Background: an optimization exercise with open tools, aiming at small area and a short achievable clock period. Do not read the settings as production practice. Where RTL was checked, it was by simulation tests only, not by an equivalence proof against the original. No activity file was given, so power comes from the tool's default toggle rates.

==> flow/design.v (excerpt) <==
module spi_ram_ctrl (
  input  logic       clk,
  input  logic       rst_n,
  input  logic [9:0] din,
  input  logic       rx_valid,
  output logic [7:0] dout,
  output logic       tx_valid,
  output logic       cmd_err
);
For scale: about 4200 cells after synthesis, roughly 2300 flip-flops, ~23 I/O pins.
==> module spi_ram_ctrl, before the edit <==
module spi_ram_ctrl (
  input  logic       clk,
  input  logic       rst_n,
  input  logic [9:0] din,
  input  logic       rx_valid,
  output logic [7:0] dout,
  output logic       tx_valid,
  output logic       cmd_err
);
  logic        rx_valid_q;
  logic        accept;
  logic [1:0]  opcode;
  logic        wr_addr_vld;
  logic        rd_armed;
  logic [7:0]  wr_addr;
  logic [15:0] rd_lo;
  logic [15:0] rd_hi;
  logic        wr_go;
  logic        rd_fire;
  logic        we_q;
  logic [15:0] we_hi_n;
  logic [15:0] we_lo_n;
  logic [7:0]  wdata_q;
  logic        hit_q;
  logic [7:0]  mem [256];
  logic [7:0]  p   [16];
  logic [7:0]  rd_data;
  assign accept  = rx_valid & ~rx_valid_q;
  assign opcode  = din[9:8];
  assign wr_go   = accept & (opcode == 2'b01) & wr_addr_vld;
  assign rd_fire = accept & (opcode == 2'b11) & rd_armed;
  always_comb begin
    rd_data = '0;
    for (int k = 0; k < 16; k++) rd_data = rd_data | (p[k] & {8{rd_hi[k]}});
  end
  always_ff @(posedge clk or negedge rst_n) begin
    if (!rst_n) begin
      rx_valid_q  <= 1'b0;
      wr_addr_vld <= 1'b0;
      rd_armed    <= 1'b0;
      cmd_err     <= 1'b0;
      tx_valid    <= 1'b0;
      dout        <= '0;
    end else begin
      rx_valid_q <= rx_valid;
      cmd_err    <= accept & (((opcode == 2'b01) & ~wr_addr_vld) |
                              ((opcode == 2'b11) & ~rd_armed));
      if (accept) begin
        tx_valid <= (opcode == 2'b11) & rd_armed;
        case (opcode)
          2'b00:   wr_addr_vld <= 1'b1;
          2'b10:   rd_armed    <= 1'b1;
          2'b11:   rd_armed    <= 1'b0;
          default: ;
        endcase
      end
      if (rd_fire) begin
        dout <= hit_q ? wdata_q : rd_data;
      end
    end
  end
  always_ff @(posedge clk) begin
    if (accept & (opcode == 2'b00)) wr_addr <= din[7:0];
    if (accept & (opcode == 2'b10)) begin
      for (int j = 0; j < 16; j++) begin
        rd_lo[j] <= (din[3:0] == 4'(j));
        rd_hi[j] <= (din[7:4] == 4'(j));
      end
    end
    if (accept) wdata_q <= din[7:0];
    we_q <= wr_go;
    for (int j = 0; j < 16; j++) begin
      we_hi_n[j] <= ~(wr_go & (wr_addr[7:4] == 4'(j)));
      we_lo_n[j] <= ~(wr_addr[3:0] == 4'(j));
    end
    hit_q <= we_q & rd_lo[wr_addr[3:0]] & rd_hi[wr_addr[7:4]];
  end
  always_ff @(posedge clk) begin
    for (int r = 0; r < 256; r++) begin
      if (!(we_hi_n[r / 16] | we_lo_n[r % 16])) mem[r] <= wdata_q;
    end
  end
  always_ff @(posedge clk) begin
    for (int k = 0; k < 16; k++) begin
      logic [7:0] acc;
      acc = '0;
      for (int j = 0; j < 16; j++) acc = acc | (mem[16*k + j] & {8{rd_lo[j]}});
      p[k] <= acc;
    end
  end
endmodule
clock: 5.0 ns
lec_check: 0
cap_margin: 20
core_margin: 2
core_utilization: 65
cts_cluster_diameter: 100
cts_cluster_size: 30
setup_slack_margin: 2.9
slew_margin: 20
run.sh (not shown) runs the stock make flow with config.mk's settings and CLKGATE_MAP_FILE= SYNTH_SCRIPT=/design/flow/synth_recipe.tcl, a recipe that flattens the netlist after the stock synthesis.
The first run passed the timing, design-rule and antenna checks.
Then changed:
--- a/flow/design.v
+++ b/flow/design.v
@@ -15,10 +15,14 @@
   logic [7:0]  wr_addr;
   logic [15:0] rd_lo;
   logic [15:0] rd_hi;
   logic        wr_go;
   logic        rd_fire;
+  logic [7:0]  dout_n;
+  logic        tx_valid_n;
+  logic [7:0]  dout_nxt;
+  logic        tx_valid_nxt;
   logic        we_q;
   logic [15:0] we_hi_n;
   logic [15:0] we_lo_n;
   logic [7:0]  wdata_q;
   logic        hit_q;
@@ -31,10 +35,25 @@
   assign rd_fire = accept & (opcode == 2'b11) & rd_armed;
   always_comb begin
     rd_data = '0;
     for (int k = 0; k < 16; k++) rd_data = rd_data | (p[k] & {8{rd_hi[k]}});
   end
+  always_comb begin
+    dout_nxt     = ~dout_n;
+    tx_valid_nxt = ~tx_valid_n;
+    if (accept) tx_valid_nxt = (opcode == 2'b11) & rd_armed;
+    if (rd_fire) dout_nxt = hit_q ? wdata_q : rd_data;
+  end
+  always_ff @(posedge clk or negedge rst_n) begin
+    if (!rst_n) begin
+      dout_n     <= '1;
+      tx_valid_n <= 1'b1;
+    end else begin
+      dout_n     <= ~dout_nxt;
+      tx_valid_n <= ~tx_valid_nxt;
+    end
+  end
   always_ff @(posedge clk or negedge rst_n) begin
     if (!rst_n) begin
       rx_valid_q  <= 1'b0;
       wr_addr_vld <= 1'b0;
       rd_armed    <= 1'b0;
@@ -43,21 +62,19 @@
       dout        <= '0;
     end else begin
       rx_valid_q <= rx_valid;
       cmd_err    <= accept & (((opcode == 2'b01) & ~wr_addr_vld) |
                               ((opcode == 2'b11) & ~rd_armed));
+      tx_valid   <= tx_valid_nxt;
+      dout       <= dout_nxt;
       if (accept) begin
-        tx_valid <= (opcode == 2'b11) & rd_armed;
         case (opcode)
           2'b00:   wr_addr_vld <= 1'b1;
           2'b10:   rd_armed    <= 1'b1;
           2'b11:   rd_armed    <= 1'b0;
           default: ;
         endcase
-      end
-      if (rd_fire) begin
-        dout <= hit_q ? wdata_q : rd_data;
       end
     end
   end
   always_ff @(posedge clk) begin
     if (accept & (opcode == 2'b00)) wr_addr <= din[7:0];
Power came out higher by 0.49%; routed wire length came out lower by 2.9%; hold slack is worse by 0.025 ns; via count came out lower by 1.3%; combinational power stays flat; area after synthesis stays flat; cell area stays flat; final cell count came out lower by 0.38%.
For the second run of this note, only the layout was checked, not whether the RTL still works.

========
The RTL this note starts from:
==> flow/design.v <==
module spi_ram_ctrl (
  input  logic       clk,
  input  logic       rst_n,
  input  logic [9:0] din,
  input  logic       rx_valid,
  output logic [7:0] dout,
  output logic       tx_valid,
  output logic       cmd_err
);
  logic        rx_valid_q;
  logic        accept;
  logic [1:0]  opcode;
  logic        wr_addr_vld;
  logic        rd_armed;
  logic [7:0]  wr_addr;
  logic [15:0] rd_lo;
  logic [15:0] rd_hi;
  logic        wr_go;
  logic        rd_fire;
  logic        we_q;
  logic [15:0] we_hi_q;
  logic [15:0] we_lo_q;
  logic [7:0]  wdata_q;
  logic        hit_q;
  logic [7:0]  mem [256];
  logic [7:0]  p   [16];
  logic [7:0]  rd_data;
  assign accept  = rx_valid & ~rx_valid_q;
  assign opcode  = din[9:8];
  assign wr_go   = accept & (opcode == 2'b01) & wr_addr_vld;
  assign rd_fire = accept & (opcode == 2'b11) & rd_armed;
  always_comb begin
    rd_data = '0;
    for (int k = 0; k < 16; k++) rd_data = rd_data | (p[k] & {8{rd_hi[k]}});
  end
  always_ff @(posedge clk or negedge rst_n) begin
    if (!rst_n) begin
      rx_valid_q  <= 1'b0;
      wr_addr_vld <= 1'b0;
      rd_armed    <= 1'b0;
      cmd_err     <= 1'b0;
      tx_valid    <= 1'b0;
      dout        <= '0;
    end else begin
      rx_valid_q <= rx_valid;
      cmd_err    <= accept & (((opcode == 2'b01) & ~wr_addr_vld) |
                              ((opcode == 2'b11) & ~rd_armed));
      if (accept) begin
        tx_valid <= (opcode == 2'b11) & rd_armed;
        case (opcode)
          2'b00:   wr_addr_vld <= 1'b1;
          2'b10:   rd_armed    <= 1'b1;
          2'b11:   rd_armed    <= 1'b0;
          default: ;
        endcase
      end
      if (rd_fire) begin
        dout <= hit_q ? wdata_q : rd_data;
      end
    end
  end
  always_ff @(posedge clk) begin
    if (accept & (opcode == 2'b00)) wr_addr <= din[7:0];
    if (accept & (opcode == 2'b10)) begin
      for (int j = 0; j < 16; j++) begin
        rd_lo[j] <= (din[3:0] == 4'(j));
        rd_hi[j] <= (din[7:4] == 4'(j));
      end
    end
    if (accept) wdata_q <= din[7:0];
    we_q <= wr_go;
    for (int j = 0; j < 16; j++) begin
      we_hi_q[j] <= wr_go & (wr_addr[7:4] == 4'(j));
      we_lo_q[j] <= (wr_addr[3:0] == 4'(j));
    end
    hit_q <= we_q & rd_lo[wr_addr[3:0]] & rd_hi[wr_addr[7:4]];
  end
  always_ff @(posedge clk) begin
    for (int r = 0; r < 256; r++) begin
      if (we_hi_q[r / 16] & we_lo_q[r % 16]) mem[r] <= wdata_q;
    end
  end
  always_ff @(posedge clk) begin
    for (int k = 0; k < 16; k++) begin
      logic [7:0] acc;
      acc = '0;
      for (int j = 0; j < 16; j++) acc = acc | (mem[16*k + j] & {8{rd_lo[j]}});
      p[k] <= acc;
    end
  end
endmodule
make LEC_CHECK=0 CAP_MARGIN=20 CORE_MARGIN=2 CORE_UTILIZATION=65 CTS_CLUSTER_DIAMETER=100 CTS_CLUSTER_SIZE=30 SETUP_SLACK_MARGIN=2.9 SLEW_MARGIN=20 finish   # period 5.0 ns
The starting point completed with no timing, DRC or antenna violations.
Edit:
--- a/flow/design.v
+++ b/flow/design.v
@@ -13,17 +13,17 @@
   logic        wr_addr_vld;
   logic        rd_armed;
   logic [7:0]  wr_addr;
-  logic [15:0] rd_lo;
-  logic [15:0] rd_hi;
+  logic [31:0] rd_lo;
+  logic [7:0]  rd_hi;
   logic        wr_go;
   logic        rd_fire;
   logic        we_q;
-  logic [15:0] we_hi_q;
-  logic [15:0] we_lo_q;
+  logic [15:0] we_hi_n;
+  logic [15:0] we_lo_n;
   logic [7:0]  wdata_q;
   logic        hit_q;
   logic [7:0]  mem [256];
-  logic [7:0]  p   [16];
+  logic [7:0]  p   [8];
   logic [7:0]  rd_data;
   assign accept  = rx_valid & ~rx_valid_q;
   assign opcode  = din[9:8];
@@ -31,7 +31,7 @@
   assign rd_fire = accept & (opcode == 2'b11) & rd_armed;
   always_comb begin
     rd_data = '0;
-    for (int k = 0; k < 16; k++) rd_data = rd_data | (p[k] & {8{rd_hi[k]}});
+    for (int k = 0; k < 8; k++) rd_data = rd_data | (p[k] & {8{rd_hi[k]}});
   end
   always_ff @(posedge clk or negedge rst_n) begin
     if (!rst_n) begin
@@ -62,29 +62,27 @@
   always_ff @(posedge clk) begin
     if (accept & (opcode == 2'b00)) wr_addr <= din[7:0];
     if (accept & (opcode == 2'b10)) begin
-      for (int j = 0; j < 16; j++) begin
-        rd_lo[j] <= (din[3:0] == 4'(j));
-        rd_hi[j] <= (din[7:4] == 4'(j));
-      end
+      for (int j = 0; j < 32; j++) rd_lo[j] <= (din[4:0] == 5'(j));
+      for (int j = 0; j < 8; j++)  rd_hi[j] <= (din[7:5] == 3'(j));
     end
     if (accept) wdata_q <= din[7:0];
     we_q <= wr_go;
     for (int j = 0; j < 16; j++) begin
-      we_hi_q[j] <= wr_go & (wr_addr[7:4] == 4'(j));
-      we_lo_q[j] <= (wr_addr[3:0] == 4'(j));
+      we_hi_n[j] <= ~(wr_go & (wr_addr[7:4] == 4'(j)));
+      we_lo_n[j] <= ~(wr_addr[3:0] == 4'(j));
     end
-    hit_q <= we_q & rd_lo[wr_addr[3:0]] & rd_hi[wr_addr[7:4]];
+    hit_q <= we_q & rd_lo[wr_addr[4:0]] & rd_hi[wr_addr[7:5]];
   end
   always_ff @(posedge clk) begin
     for (int r = 0; r < 256; r++) begin
-      if (we_hi_q[r / 16] & we_lo_q[r % 16]) mem[r] <= wdata_q;
+      if (!(we_hi_n[r / 16] | we_lo_n[r % 16])) mem[r] <= wdata_q;
     end
   end
   always_ff @(posedge clk) begin
-    for (int k = 0; k < 16; k++) begin
+    for (int k = 0; k < 8; k++) begin
       logic [7:0] acc;
       acc = '0;
-      for (int j = 0; j < 16; j++) acc = acc | (mem[16*k + j] & {8{rd_lo[j]}});
+      for (int j = 0; j < 32; j++) acc = acc | (mem[32*k + j] & {8{rd_lo[j]}});
       p[k] <= acc;
     end
   end
After rerunning: Maximum frequency rose by 0.41%; register-to-register slack is about the same; wire length rose by 14%; flip-flop and latch count falls by 56; setup slack gains 0.0099 ns; sequential share of layout area drops by 0.79 points; final area falls by 0.58%; clock power falls by about 0.8%; total power goes down by 1.8%; hold slack is worse by 0.025 ns; die area went down by 2.2%.

port drivers added, routing unchanged:
In the flow no input, the clock included, has a driving cell. The finished layouts below were timed again as built, in two steps.
Step 1 sets driving cells, clkbuf_16 on the clock port and buf_2 on the other inputs (assumed; they add their load-dependent delay and slew).
Step 2 times the ports against the registers' clock, not the clock port: input delays grow and output delays shrink by t, the midpoint of the rising clock arrivals with the driver on.
a / b / c = ideal ports / drivers / drivers and shift; a / b = the first two.
| run | t (ns) | setup slack, ns | worst hold slack (ns) |
|---|---|---|---|
| the first run of note 1 | 0.786 | 2.655 / 2.578 / 2.200 | 0.485 / 0.485 / 0.485 |
| the second run of note 1 | 0.803 | 2.612 / 2.534 / 2.014 | 0.461 / 0.461 / 0.461 |
| the first run of note 2 | 0.794 | 2.596 / 2.514 / 2.173 | 0.484 / 0.484 / 0.484 |
| the second run of note 2 | 0.795 | 2.606 / 2.531 / 2.228 | 0.459 / 0.459 / 0.459 |
After both steps every run listed still meets setup and hold. For the second run of note 1, which loses most, drivers alone change the setup slack by -0.078 ns; drivers and shift together by -0.598 ns.
